Context: an optimization exercise on an open-source flow, tuned for a short achievable clock period and few clock cycles. The choices shown serve that exercise and are no tape-out recipe. At most, simulation tests tie the RTL to the original design; equivalence was not proved. Power figures rest on the tool's default switching activity, not on a simulated workload.

==> inputs of run Z <==
Design rvCore, start of the top module:
module rvCore (
	input  logic             clk,
	input  logic             reset,
	input  rvCorePkg::word_t instrData,
	input  rvCorePkg::word_t memData,
	output rvCorePkg::word_t pc,
	output logic             memRead,
	output logic             memWrite,
	output rvCorePkg::word_t rwAddress,
	output rvCorePkg::word_t writeData
);
Settings: LEC_CHECK=0, ABC_CLOCK_PERIOD_IN_PS=3000, CAP_MARGIN=20, CORE_MARGIN=2, CORE_UTILIZATION=40, SETUP_SLACK_MARGIN=4.5, SLEW_MARGIN=20; clock period 8.0 ns.
run.sh (not shown) runs the stock make flow with config.mk's settings and CLKGATE_MAP_FILE= SYNTH_SCRIPT=/design/flow/synth_recipe.tcl, a recipe that flattens the netlist after the stock synthesis.
==> run E: changes against run Z <==
--- a/flow/design.v
+++ b/flow/design.v
@@ -15,15 +15,18 @@
 endpackage
 `timescale 1ns/10ps
 module instrFetch (
 	input  logic             clk,
 	input  logic             reset,
 	input  logic             stall,
 	input  logic             exRedirect,
+	input  logic             misToTarget,
+	input  logic             misToSeq,
 	input  rvCorePkg::word_t exTarget,
+	input  rvCorePkg::word_t exSeq,
 	input  logic             idRedirect,
 	input  rvCorePkg::word_t idTarget,
 	input  logic             btbUpdate,
 	input  logic             btbTaken,
 	input  rvCorePkg::word_t btbPc,
 	input  rvCorePkg::word_t btbTarget,
 	input  rvCorePkg::word_t instrData,
@@ -44,29 +47,32 @@
 	rvCorePkg::word_t uPc;
 	rvCorePkg::word_t uTarget;
 	logic [n-1:0]     hitF;
 	logic [n-1:0]     hitE;
 	logic             predF;
 	rvCorePkg::word_t predPc;
 	rvCorePkg::word_t pcNext;
+	rvCorePkg::word_t pcFront;
 	always_comb begin
 		predPc = '0;
 		for (int i = 0; i < n; i++) begin
 			hitF[i] = btbValid[i] && btbTag[i] == pc;
 			hitE[i] = btbValid[i] && btbTag[i] == btbPc;
 			predPc = predPc | (hitF[i] ? btbDest[i] : '0);
 		end
 	end
 	assign predF = |hitF;
 	always_comb begin
-		if (exRedirect)      pcNext = exTarget;
-		else if (stall)      pcNext = pc;
-		else if (idRedirect) pcNext = idTarget;
-		else if (predF)      pcNext = predPc;
-		else                 pcNext = pc + 32'd4;
+		if (stall)           pcFront = pc;
+		else if (idRedirect) pcFront = idTarget;
+		else if (predF)      pcFront = predPc;
+		else                 pcFront = pc + 32'd4;
+		if (misToTarget)     pcNext = exTarget;
+		else if (misToSeq)   pcNext = exSeq;
+		else                 pcNext = pcFront;
 	end
 	always_ff @(posedge clk) begin
 		if (reset) pc <= '0;
 		else       pc <= pcNext;
 	end
 	always_ff @(posedge clk) begin
 		if (reset || exRedirect || idRedirect) begin
@@ -156,14 +162,15 @@
 	logic       alt;
 	rvCorePkg::regAddr_t rd;
 	rvCorePkg::word_t immI, immS, immB, immJ, immU;
 	logic isOp, isOpImm, isLoad, isStore, isBranch, isJal, isLui;
 	logic usesRs1, usesRs2;
 	rvCorePkg::word_t v1, v2;
 	logic staticTaken;
+	rvCorePkg::word_t targetJ, targetB;
 	assign opcode = fetchInstr[6:0];
 	assign funct3 = fetchInstr[14:12];
 	assign alt    = fetchInstr[30];
 	assign rd     = fetchInstr[11:7];
 	assign rs1    = fetchInstr[19:15];
 	assign rs2    = fetchInstr[24:20];
 	assign immI = {{20{fetchInstr[31]}}, fetchInstr[31:20]};
@@ -187,15 +194,17 @@
 		v2 = rd2;
 		if (memRegWrite && memRd == rs2) v2 = memLoad ? memData : memAlu;
 		if (rs2 == '0) v2 = '0;
 	end
 	assign stall = valid && exLoad && exRd != '0 &&
 		((usesRs1 && exRd == rs1) || (usesRs2 && exRd == rs2));
 	assign staticTaken = isJal || (isBranch && fetchInstr[31]);
-	assign idTarget    = fetchPc + (isJal ? immJ : immB);
+	assign targetJ     = fetchPc + immJ;
+	assign targetB     = fetchPc + immB;
+	assign idTarget    = isJal ? targetJ : targetB;
 	assign idRedirect  = valid && staticTaken && !fetchPredTaken && !stall && !exRedirect;
 	assign dValid    = valid && !stall && !exRedirect;
 	assign dA        = v1;
 	assign dB        = isOp || isBranch ? v2 : (isStore ? immS : immI);
 	assign dS        = v2;
 	assign dFwdA     = usesRs1 && exRegWrite && exRd == rs1;
 	assign dFwdB     = (isOp || isBranch) && usesRs2 && exRegWrite && exRd == rs2;
@@ -261,14 +270,15 @@
 	assign rd2 = (rs2 == '0) ? '0 : (wrEn && wrAddr == rs2) ? wrData : regs[rs2];
 endmodule
 `timescale 1ns/10ps
 module decodeExecReg (
 	input  logic                clk,
 	input  logic                reset,
 	input  logic                dValid,
+	input  rvCorePkg::word_t    exResult,
 	input  rvCorePkg::word_t    dA,
 	input  rvCorePkg::word_t    dB,
 	input  rvCorePkg::word_t    dS,
 	input  logic                dFwdA,
 	input  logic                dFwdB,
 	input  logic                dFwdS,
 	input  rvCorePkg::word_t    dConst,
@@ -285,17 +295,14 @@
 	input  rvCorePkg::word_t    dPc,
 	input  rvCorePkg::word_t    dTarget,
 	input  rvCorePkg::word_t    dPc4,
 	input  rvCorePkg::regAddr_t dRd,
 	output rvCorePkg::word_t    eA,
 	output rvCorePkg::word_t    eB,
 	output rvCorePkg::word_t    eS,
-	output logic                eFwdA,
-	output logic                eFwdB,
-	output logic                eFwdS,
 	output rvCorePkg::word_t    eConst,
 	output logic [7:0]          eSel,
 	output logic                eSub,
 	output logic                eArith,
 	output logic                eRegWrite,
 	output logic                eLoad,
 	output logic                eStore,
@@ -305,20 +312,17 @@
 	output logic                ePredTaken,
 	output rvCorePkg::word_t    ePc,
 	output rvCorePkg::word_t    eTarget,
 	output rvCorePkg::word_t    ePc4,
 	output rvCorePkg::regAddr_t eRd
 );
 	always_ff @(posedge clk) begin
-		eA      <= dA;
-		eB      <= dB;
-		eS      <= dS;
-		eFwdA   <= dFwdA;
-		eFwdB   <= dFwdB;
-		eFwdS   <= dFwdS;
+		eA      <= dFwdA ? exResult : dA;
+		eB      <= dFwdB ? exResult : dB;
+		eS      <= dFwdS ? exResult : dS;
 		eConst  <= dConst;
 		eSel    <= dSel;
 		eSub    <= dSub;
 		eArith  <= dArith;
 		eBne    <= dBne;
 		ePc     <= dPc;
 		eTarget <= dTarget;
@@ -344,17 +348,14 @@
 `timescale 1ns/10ps
 module executeUnit (
 	input  logic                clk,
 	input  logic                reset,
 	input  rvCorePkg::word_t    eA,
 	input  rvCorePkg::word_t    eB,
 	input  rvCorePkg::word_t    eS,
-	input  logic                eFwdA,
-	input  logic                eFwdB,
-	input  logic                eFwdS,
 	input  rvCorePkg::word_t    eConst,
 	input  logic [7:0]          eSel,
 	input  logic                eSub,
 	input  logic                eArith,
 	input  logic                eRegWrite,
 	input  logic                eLoad,
 	input  logic                eStore,
@@ -363,16 +364,18 @@
 	input  logic                eJal,
 	input  logic                ePredTaken,
 	input  rvCorePkg::word_t    ePc,
 	input  rvCorePkg::word_t    eTarget,
 	input  rvCorePkg::word_t    ePc4,
 	input  rvCorePkg::regAddr_t eRd,
 	input  rvCorePkg::word_t    memData,
+	output rvCorePkg::word_t    exResult,
 	output logic                exRedirect,
-	output rvCorePkg::word_t    exTarget,
+	output logic                misToTarget,
+	output logic                misToSeq,
 	output logic                btbUpdate,
 	output logic                btbTaken,
 	output rvCorePkg::word_t    btbPc,
 	output rvCorePkg::word_t    btbTarget,
 	output logic                mRegWrite,
 	output logic                mLoad,
 	output rvCorePkg::regAddr_t mRd,
@@ -385,17 +388,17 @@
 	output rvCorePkg::word_t    rwAddress,
 	output rvCorePkg::word_t    writeData
 );
 	rvCorePkg::word_t a, b, s, bx, sum, res, sra;
 	logic lt, eq, taken;
 	logic mStore;
 	rvCorePkg::word_t mStoreData;
-	assign a = eFwdA ? mAlu : eA;
-	assign b = eFwdB ? mAlu : eB;
-	assign s = eFwdS ? mAlu : eS;
+	assign a = eA;
+	assign b = eB;
+	assign s = eS;
 	assign bx  = eSub ? ~b : b;
 	assign sum = a + bx + {31'b0, eSub};
 	assign lt  = (a[31] ^ b[31]) ? a[31] : sum[31];
 	assign sra = $signed(a) >>> b[4:0];
 	always_comb begin
 		res = '0;
 		if (eSel[0]) res = res | sum;
@@ -405,17 +408,19 @@
 		if (eSel[4]) res = res | (a ^ b);
 		if (eSel[5]) res = res | (a << b[4:0]);
 		if (eSel[6]) res = res | (eArith ? sra : a >> b[4:0]);
 		if (eSel[7]) res = res | eConst;
 	end
 	assign eq    = a == b;
 	assign taken = eJal || (eBranch && (eq ^ eBne));
-	assign exRedirect = (eBranch && (taken != ePredTaken)) ||
+	assign misToTarget = eBranch && !ePredTaken && (eq ^ eBne);
+	assign misToSeq    = (eBranch && ePredTaken && !(eq ^ eBne)) ||
 		(!eBranch && !eJal && ePredTaken);
-	assign exTarget   = taken ? eTarget : ePc4;
+	assign exRedirect  = misToTarget || misToSeq;
+	assign exResult    = res;
 	assign btbUpdate = eBranch || eJal;
 	assign btbTaken  = taken;
 	assign btbPc     = ePc;
 	assign btbTarget = eTarget;
 	always_ff @(posedge clk) begin
 		mAlu       <= res;
 		mStoreData <= s;
@@ -455,27 +460,29 @@
 	rvCorePkg::word_t    fetchPc;
 	rvCorePkg::word_t    fetchInstr;
 	logic                fetchPredTaken;
 	logic                stall;
 	logic                idRedirect;
 	rvCorePkg::word_t    idTarget;
 	logic                exRedirect;
-	rvCorePkg::word_t    exTarget;
+	logic                misToTarget;
+	logic                misToSeq;
+	rvCorePkg::word_t    exResult;
 	logic                btbUpdate;
 	logic                btbTaken;
 	rvCorePkg::word_t    btbPc;
 	rvCorePkg::word_t    btbTarget;
 	rvCorePkg::regAddr_t rs1, rs2;
 	rvCorePkg::word_t    rd1, rd2;
 	logic                dValid, dFwdA, dFwdB, dFwdS, dSub, dArith;
 	logic                dRegWrite, dLoad, dStore, dBranch, dBne, dJal, dPredTaken;
 	rvCorePkg::word_t    dA, dB, dS, dConst, dPc, dTarget, dPc4;
 	logic [7:0]          dSel;
 	rvCorePkg::regAddr_t dRd;
-	logic                eFwdA, eFwdB, eFwdS, eSub, eArith;
+	logic                eSub, eArith;
 	logic                eRegWrite, eLoad, eStore, eBranch, eBne, eJal, ePredTaken;
 	rvCorePkg::word_t    eA, eB, eS, eConst, ePc, eTarget, ePc4;
 	logic [7:0]          eSel;
 	rvCorePkg::regAddr_t eRd;
 	logic                mRegWrite, mLoad;
 	rvCorePkg::regAddr_t mRd;
 	rvCorePkg::word_t    mAlu;
@@ -483,15 +490,18 @@
 	rvCorePkg::regAddr_t wAddr;
 	rvCorePkg::word_t    wData;
 	instrFetch fetchStage (
 		.clk            (clk),
 		.reset          (reset),
 		.stall          (stall),
 		.exRedirect     (exRedirect),
-		.exTarget       (exTarget),
+		.misToTarget    (misToTarget),
+		.misToSeq       (misToSeq),
+		.exTarget       (eTarget),
+		.exSeq          (ePc4),
 		.idRedirect     (idRedirect),
 		.idTarget       (idTarget),
 		.btbUpdate      (btbUpdate),
 		.btbTaken       (btbTaken),
 		.btbPc          (btbPc),
 		.btbTarget      (btbTarget),
 		.instrData      (instrData),
@@ -556,14 +566,15 @@
 		.rd1    (rd1),
 		.rd2    (rd2)
 	);
 	decodeExecReg decodeExec (
 		.clk        (clk),
 		.reset      (reset),
 		.dValid     (dValid),
+		.exResult   (exResult),
 		.dA         (dA),
 		.dB         (dB),
 		.dS         (dS),
 		.dFwdA      (dFwdA),
 		.dFwdB      (dFwdB),
 		.dFwdS      (dFwdS),
 		.dConst     (dConst),
@@ -580,17 +591,14 @@
 		.dPc        (dPc),
 		.dTarget    (dTarget),
 		.dPc4       (dPc4),
 		.dRd        (dRd),
 		.eA         (eA),
 		.eB         (eB),
 		.eS         (eS),
-		.eFwdA      (eFwdA),
-		.eFwdB      (eFwdB),
-		.eFwdS      (eFwdS),
 		.eConst     (eConst),
 		.eSel       (eSel),
 		.eSub       (eSub),
 		.eArith     (eArith),
 		.eRegWrite  (eRegWrite),
 		.eLoad      (eLoad),
 		.eStore     (eStore),
@@ -605,17 +613,14 @@
 	);
 	executeUnit backEnd (
 		.clk        (clk),
 		.reset      (reset),
 		.eA         (eA),
 		.eB         (eB),
 		.eS         (eS),
-		.eFwdA      (eFwdA),
-		.eFwdB      (eFwdB),
-		.eFwdS      (eFwdS),
 		.eConst     (eConst),
 		.eSel       (eSel),
 		.eSub       (eSub),
 		.eArith     (eArith),
 		.eRegWrite  (eRegWrite),
 		.eLoad      (eLoad),
 		.eStore     (eStore),
@@ -624,16 +629,18 @@
 		.eJal       (eJal),
 		.ePredTaken (ePredTaken),
 		.ePc        (ePc),
 		.eTarget    (eTarget),
 		.ePc4       (ePc4),
 		.eRd        (eRd),
 		.memData    (memData),
+		.exResult   (exResult),
 		.exRedirect (exRedirect),
-		.exTarget   (exTarget),
+		.misToTarget(misToTarget),
+		.misToSeq   (misToSeq),
 		.btbUpdate  (btbUpdate),
 		.btbTaken   (btbTaken),
 		.btbPc      (btbPc),
 		.btbTarget  (btbTarget),
 		.mRegWrite  (mRegWrite),
 		.mLoad      (mLoad),
 		.mRd        (mRd),
==> comparison <==
In run E the clock-buffer cell count is higher than in run Z, by 6.
Against run E, the clock skew of run Z is higher by 0.028 ns.
Run Z finished with timing, DRC and antenna clean. Run E ran to the end with no violations.
Of run E and run Z, run Z has the higher non-clock buffer count (gap 89).
Between run E and run Z, the lower final cell count is in run E (gap 2.1%, measured against run Z).
In run Z the utilization is higher than in run E, by 0.49 points.
Testbench counts of run Z, summed over its fixed seeds: cycles 40,624.
For run E, only the layout was checked, not whether the RTL still works.

========
==> v5: inputs <==
Another version of the RTL of rvCore (not shown whole).
==> module executeUnit, before the edit <==
module executeUnit (
	input  logic                clk,
	input  logic                reset,
	input  rvCorePkg::word_t    eA,
	input  rvCorePkg::word_t    eB,
	input  rvCorePkg::word_t    eBx,
	input  rvCorePkg::word_t    eS,
	input  rvCorePkg::word_t    eConst,
	input  logic [7:0]          eSel,
	input  logic                eSub,
	input  logic                eArith,
	input  logic                eRegWrite,
	input  logic                eLoad,
	input  logic                eStore,
	input  logic                eBranch,
	input  logic                eBne,
	input  logic                eJal,
	input  logic                ePredTaken,
	input  rvCorePkg::word_t    ePc,
	input  rvCorePkg::word_t    eTarget,
	input  rvCorePkg::word_t    ePc4,
	input  rvCorePkg::regAddr_t eRd,
	input  rvCorePkg::word_t    memData,
	output rvCorePkg::word_t    exResult,
	output logic                exAdd,
	output logic                exSumZero,
	output logic                exRedirect,
	output logic                misToTargetEq,
	output logic                misToSeqEq,
	output logic                misToTargetNe,
	output logic                misToSeqNe,
	output logic                exEq,
	output logic                btbUpdate,
	output logic                btbTaken,
	output rvCorePkg::word_t    btbPc,
	output rvCorePkg::word_t    btbTarget,
	output logic                mRegWrite,
	output logic                mLoad,
	output rvCorePkg::regAddr_t mRd,
	output rvCorePkg::word_t    mAlu,
	output logic                wEn,
	output rvCorePkg::regAddr_t wAddr,
	output rvCorePkg::word_t    wData,
	output logic [31:1]         wSel,
	output logic                memRead,
	output logic                memWrite,
	output rvCorePkg::word_t    rwAddress,
	output rvCorePkg::word_t    writeData
);
	rvCorePkg::word_t a, b, s, bx, sum, sumRaw, res, sra, other;
	logic lt, eq, taken;
	logic mStore;
	rvCorePkg::word_t mStoreData;
	assign a = eA;
	assign b = eB;
	assign s = eS;
	assign bx  = eBx;
	ksAdd #(.w(32)) addEx (.a(bx), .b(b), .cin(1'b0), .sum(sumRaw), .cout());
	assign sum = sumRaw ^ {32{eSub}};
	assign lt  = (a[31] ^ b[31]) ? a[31] : sum[31];
	assign sra = $signed(a) >>> b[4:0];
	always_comb begin
		other = '0;
		if (eSel[1]) other = other | {31'b0, lt};
		if (eSel[2]) other = other | (a & b);
		if (eSel[3]) other = other | (a | b);
		if (eSel[4]) other = other | (a ^ b);
		if (eSel[5]) other = other | (a << b[4:0]);
		if (eSel[6]) other = other | (eArith ? sra : a >> b[4:0]);
		if (eSel[7]) other = other | eConst;
	end
	assign res = eSel[0] ? sum : other;
	assign eq    = a == b;
	assign taken = eJal || (eBranch && (eq ^ eBne));
	assign misToTargetEq = eBranch && !ePredTaken && !eBne;
	assign misToTargetNe = eBranch && !ePredTaken && eBne;
	assign misToSeqEq    = (eBranch && ePredTaken && eBne) || (!eBranch && !eJal && ePredTaken);
	assign misToSeqNe    = (eBranch && ePredTaken && !eBne) || (!eBranch && !eJal && ePredTaken);
	assign exEq          = eq;
	assign exRedirect    = eq ? (misToTargetEq || misToSeqEq) : (misToTargetNe || misToSeqNe);
	assign exResult    = res;
	assign exAdd = eSel[0] && !eSub && !eLoad;
	always_comb begin
		exSumZero = !(a[0] ^ b[0]);
		for (int i = 1; i < 32; i++) begin
			exSumZero = exSumZero && ((a[i] ^ b[i]) == (a[i-1] | b[i-1]));
		end
	end
	assign btbUpdate = eBranch || eJal;
	assign btbTaken  = taken;
	assign btbPc     = ePc;
	assign btbTarget = eTarget;
	always_ff @(posedge clk) begin
		mAlu       <= res;
		mStoreData <= s;
		mRd        <= eRd;
		wAddr      <= mRd;
		for (int i = 1; i < 32; i++) begin
			wSel[i] <= !reset && mRegWrite && mRd == i;
		end
		wData      <= mLoad ? memData : mAlu;
		if (reset) begin
			mRegWrite <= 1'b0;
			mLoad     <= 1'b0;
			mStore    <= 1'b0;
			wEn       <= 1'b0;
		end else begin
			mRegWrite <= eRegWrite;
			mLoad     <= eLoad;
			mStore    <= eStore;
			wEn       <= mRegWrite;
		end
	end
	assign memRead   = mLoad;
	assign memWrite  = mStore;
	assign rwAddress = mAlu;
	assign writeData = mStoreData;
endmodule
==> module ksAdd, before the edit <==
module ksAdd #(
	parameter int w = 32
) (
	input  logic [w-1:0] a,
	input  logic [w-1:0] b,
	input  logic         cin,
	output logic [w-1:0] sum,
	output logic         cout
);
	logic [w-1:0] p;
	logic [w-1:0] g [6];
	logic [w-1:0] q [6];
	assign p = a ^ b;
	always_comb begin
		g[0] = a & b;
		g[0][0] = (a[0] & b[0]) | (p[0] & cin);
		q[0] = p;
		for (int l = 0; l < 5; l++) begin
			for (int i = 0; i < w; i++) begin
				if (i >= (1 << l)) begin
					g[l+1][i] = g[l][i] | (q[l][i] & g[l][i-(1<<l)]);
					q[l+1][i] = q[l][i] & q[l][i-(1<<l)];
				end else begin
					g[l+1][i] = g[l][i];
					q[l+1][i] = q[l][i];
				end
			end
		end
	end
	assign sum  = p ^ {g[5][w-2:0], cin};
	assign cout = g[5][w-1];
endmodule
Settings: LEC_CHECK=0, ABC_CLOCK_PERIOD_IN_PS=2800, CAP_MARGIN=20, CORE_MARGIN=2, CORE_UTILIZATION=40, SETUP_SLACK_MARGIN=5, SLEW_MARGIN=20; clock period 8.0 ns.
standard.sh (not shown) runs the stock make flow with config.mk's settings and CLKGATE_MAP_FILE= SYNTH_SCRIPT=/design/flow/synth_recipe.tcl, a recipe that flattens the netlist after the stock synthesis.
==> flow/flow/run.sh <==
#!/bin/bash
# The standard layout (standard.sh runs the standard flow's own ORFS flow), with one
# change: the buffers put on the input and output ports are buf_4 cells
# instead of the slow delay cell the port buffering picks by default.
# ORFS writes each step's full log under orfs/logs/; the make output goes
# to standard.log here.
set -euo pipefail
export BUFFER_PORTS_ARGS="-buffer_cell sky130_fd_sc_hd__buf_4"
bash standard.sh > standard.log 2>&1
==> inputs of v14, as changes to v5 <==
--- a/flow/design.v
+++ b/flow/design.v
@@ -484,5 +484,5 @@
 	assign s = eS;
 	assign bx  = eBx;
-	ksAdd #(.w(32)) addEx (.a(bx), .b(b), .cin(1'b0), .sum(sumRaw), .cout());
+	csAdd addEx (.a(bx), .b(b), .sum(sumRaw));
 	assign sum = sumRaw ^ {32{eSub}};
 	assign lt  = (a[31] ^ b[31]) ? a[31] : sum[31];
@@ -545,35 +545,25 @@
 	assign writeData = mStoreData;
 endmodule
-module ksAdd #(
-	parameter int w = 32
-) (
-	input  logic [w-1:0] a,
-	input  logic [w-1:0] b,
-	input  logic         cin,
-	output logic [w-1:0] sum,
-	output logic         cout
+module csAdd (
+	input  logic [31:0] a,
+	input  logic [31:0] b,
+	output logic [31:0] sum
 );
-	logic [w-1:0] p;
-	logic [w-1:0] g [6];
-	logic [w-1:0] q [6];
-	assign p = a ^ b;
+	logic [8:0] s0 [4];
+	logic [8:0] s1 [4];
+	logic [4:0] c;
 	always_comb begin
-		g[0] = a & b;
-		g[0][0] = (a[0] & b[0]) | (p[0] & cin);
-		q[0] = p;
-		for (int l = 0; l < 5; l++) begin
-			for (int i = 0; i < w; i++) begin
-				if (i >= (1 << l)) begin
-					g[l+1][i] = g[l][i] | (q[l][i] & g[l][i-(1<<l)]);
-					q[l+1][i] = q[l][i] & q[l][i-(1<<l)];
-				end else begin
-					g[l+1][i] = g[l][i];
-					q[l+1][i] = q[l][i];
-				end
-			end
+		for (int k = 0; k < 4; k++) begin
+			s0[k] = {1'b0, a[8*k +: 8]} + {1'b0, b[8*k +: 8]};
+			s1[k] = {1'b0, a[8*k +: 8]} + {1'b0, b[8*k +: 8]} + 9'd1;
+		end
+	end
+	assign c[0] = 1'b0;
+	always_comb begin
+		for (int k = 0; k < 4; k++) begin
+			sum[8*k +: 8] = (s1[k][7:0] & {8{c[k]}}) | (s0[k][7:0] & {8{!c[k]}});
+			c[k+1]        = (s1[k][8] & c[k]) | (s0[k][8] & !c[k]);
 		end
 	end
-	assign sum  = p ^ {g[5][w-2:0], cin};
-	assign cout = g[5][w-1];
 endmodule
 `timescale 1ns/10ps
==> comparison table <==
|  | v5 | v14 |
|---|---|---|
| Power per Cell Area | 206 nW/µm² | 204 nW/µm² |
| Source of the worst register-to-register timing path | decodeExec.eB[1]$_DFF_P_ | fetchStage.fetchRs1Sel[25]$_DFFE_PN_ |
| Final estimated routing congestion in global placement | 1.01 | 0.984 |
| Setup Buffers After CTS | 241 | 278 |
| Number of antenna violations at the first check in global routing | 41 | 37 |
| Area share of xor/xnor cells in the synthesized design | 0.0647 | 0.0659 |
| Highest-delay cell along the critical path | a221o_1 | nor3_2 |
| Run status | no timing/DRC/antenna violations | no timing/DRC/antenna violations |
| Non-clock buffer share of cell area | 0.0611 | 0.0677 |
| Sequential cell area in the final layout | 54300 µm² | 54300 µm² |
| Global-route wire length before repair | 680 mm | 685 mm |
| Die Area | 267000 µm² | 268000 µm² |
| Psw | 6200 µW | 6140 µW |
| Instance area at placement | 110000 µm² | 110000 µm² |
| Area fraction in and, or, nand and nor cells after synthesis | 0.103 | 0.104 |
| Sequential power share | 0.481 | 0.479 |
| Multi-Input Combinational | 6504 | 6511 |
| Worst setup slack after placement | 2.98 ns | 2.83 ns |
| Total number of vias | 90808 | 91456 |
| Detail Placement HPWL | 291 mm | 294 mm |
| Width of the chip | 517 µm | 517 µm |
| Multiplexer share of the synthesized area | 0.126 | 0.127 |
| Slew Limit Headroom | 0.136 | 0.116 |
| Proportion of power drawn by the clock network | 0.469 | 0.470 |
| 1st-pass router iterations | 11 | 13 |
| Clk slew on worst S/H paths | 0.06 ns | 0.07 ns |
Testbench counts of v5, summed over its fixed seeds: cycles 39,587.
Testbench counts of v14, summed over its fixed seeds: cycles 39,587.

## afterwards: timing with drivers on the ports
The flow's constraints put no driver on any port. The routed layouts listed below were extracted and timed again, unchanged, in two steps.
Step 1 (the two cells are an assumption about what drives the block):
set clk [get_ports {clk}]
set_driving_cell -lib_cell sky130_fd_sc_hd__clkbuf_16 $clk
set_driving_cell -lib_cell sky130_fd_sc_hd__buf_2 [delete_from_list [all_inputs] $clk]
Step 2 adds t to the input delays and takes it off the output delays; t is the mean of the earliest and latest rising clock arrival at the registers after step 1. Input paths then give back, and output paths get back, about the clock's delay inside the block.
Slacks: ideal ports / drivers / drivers and shift; pairs: ideal ports / drivers.
run	t, ns	setup WS [ns]	hold slack, ns
run Z	0.964	4.006 / 4.006 / 3.604	0.379 / 0.379 / 0.379
run E	0.987	4.154 / 4.154 / 3.271	0.326 / 0.326 / 0.326
v5	0.934	4.348 / 4.348 / 4.117	0.322 / 0.322 / 0.322
v14	1.014	4.323 / 4.323 / 4.115	0.310 / 0.310 / 0.310
After both steps setup and hold are still met in every run listed. The setup slack of run E, which loses most, moves by 0.000 ns with the drivers and by -0.883 ns with both steps.
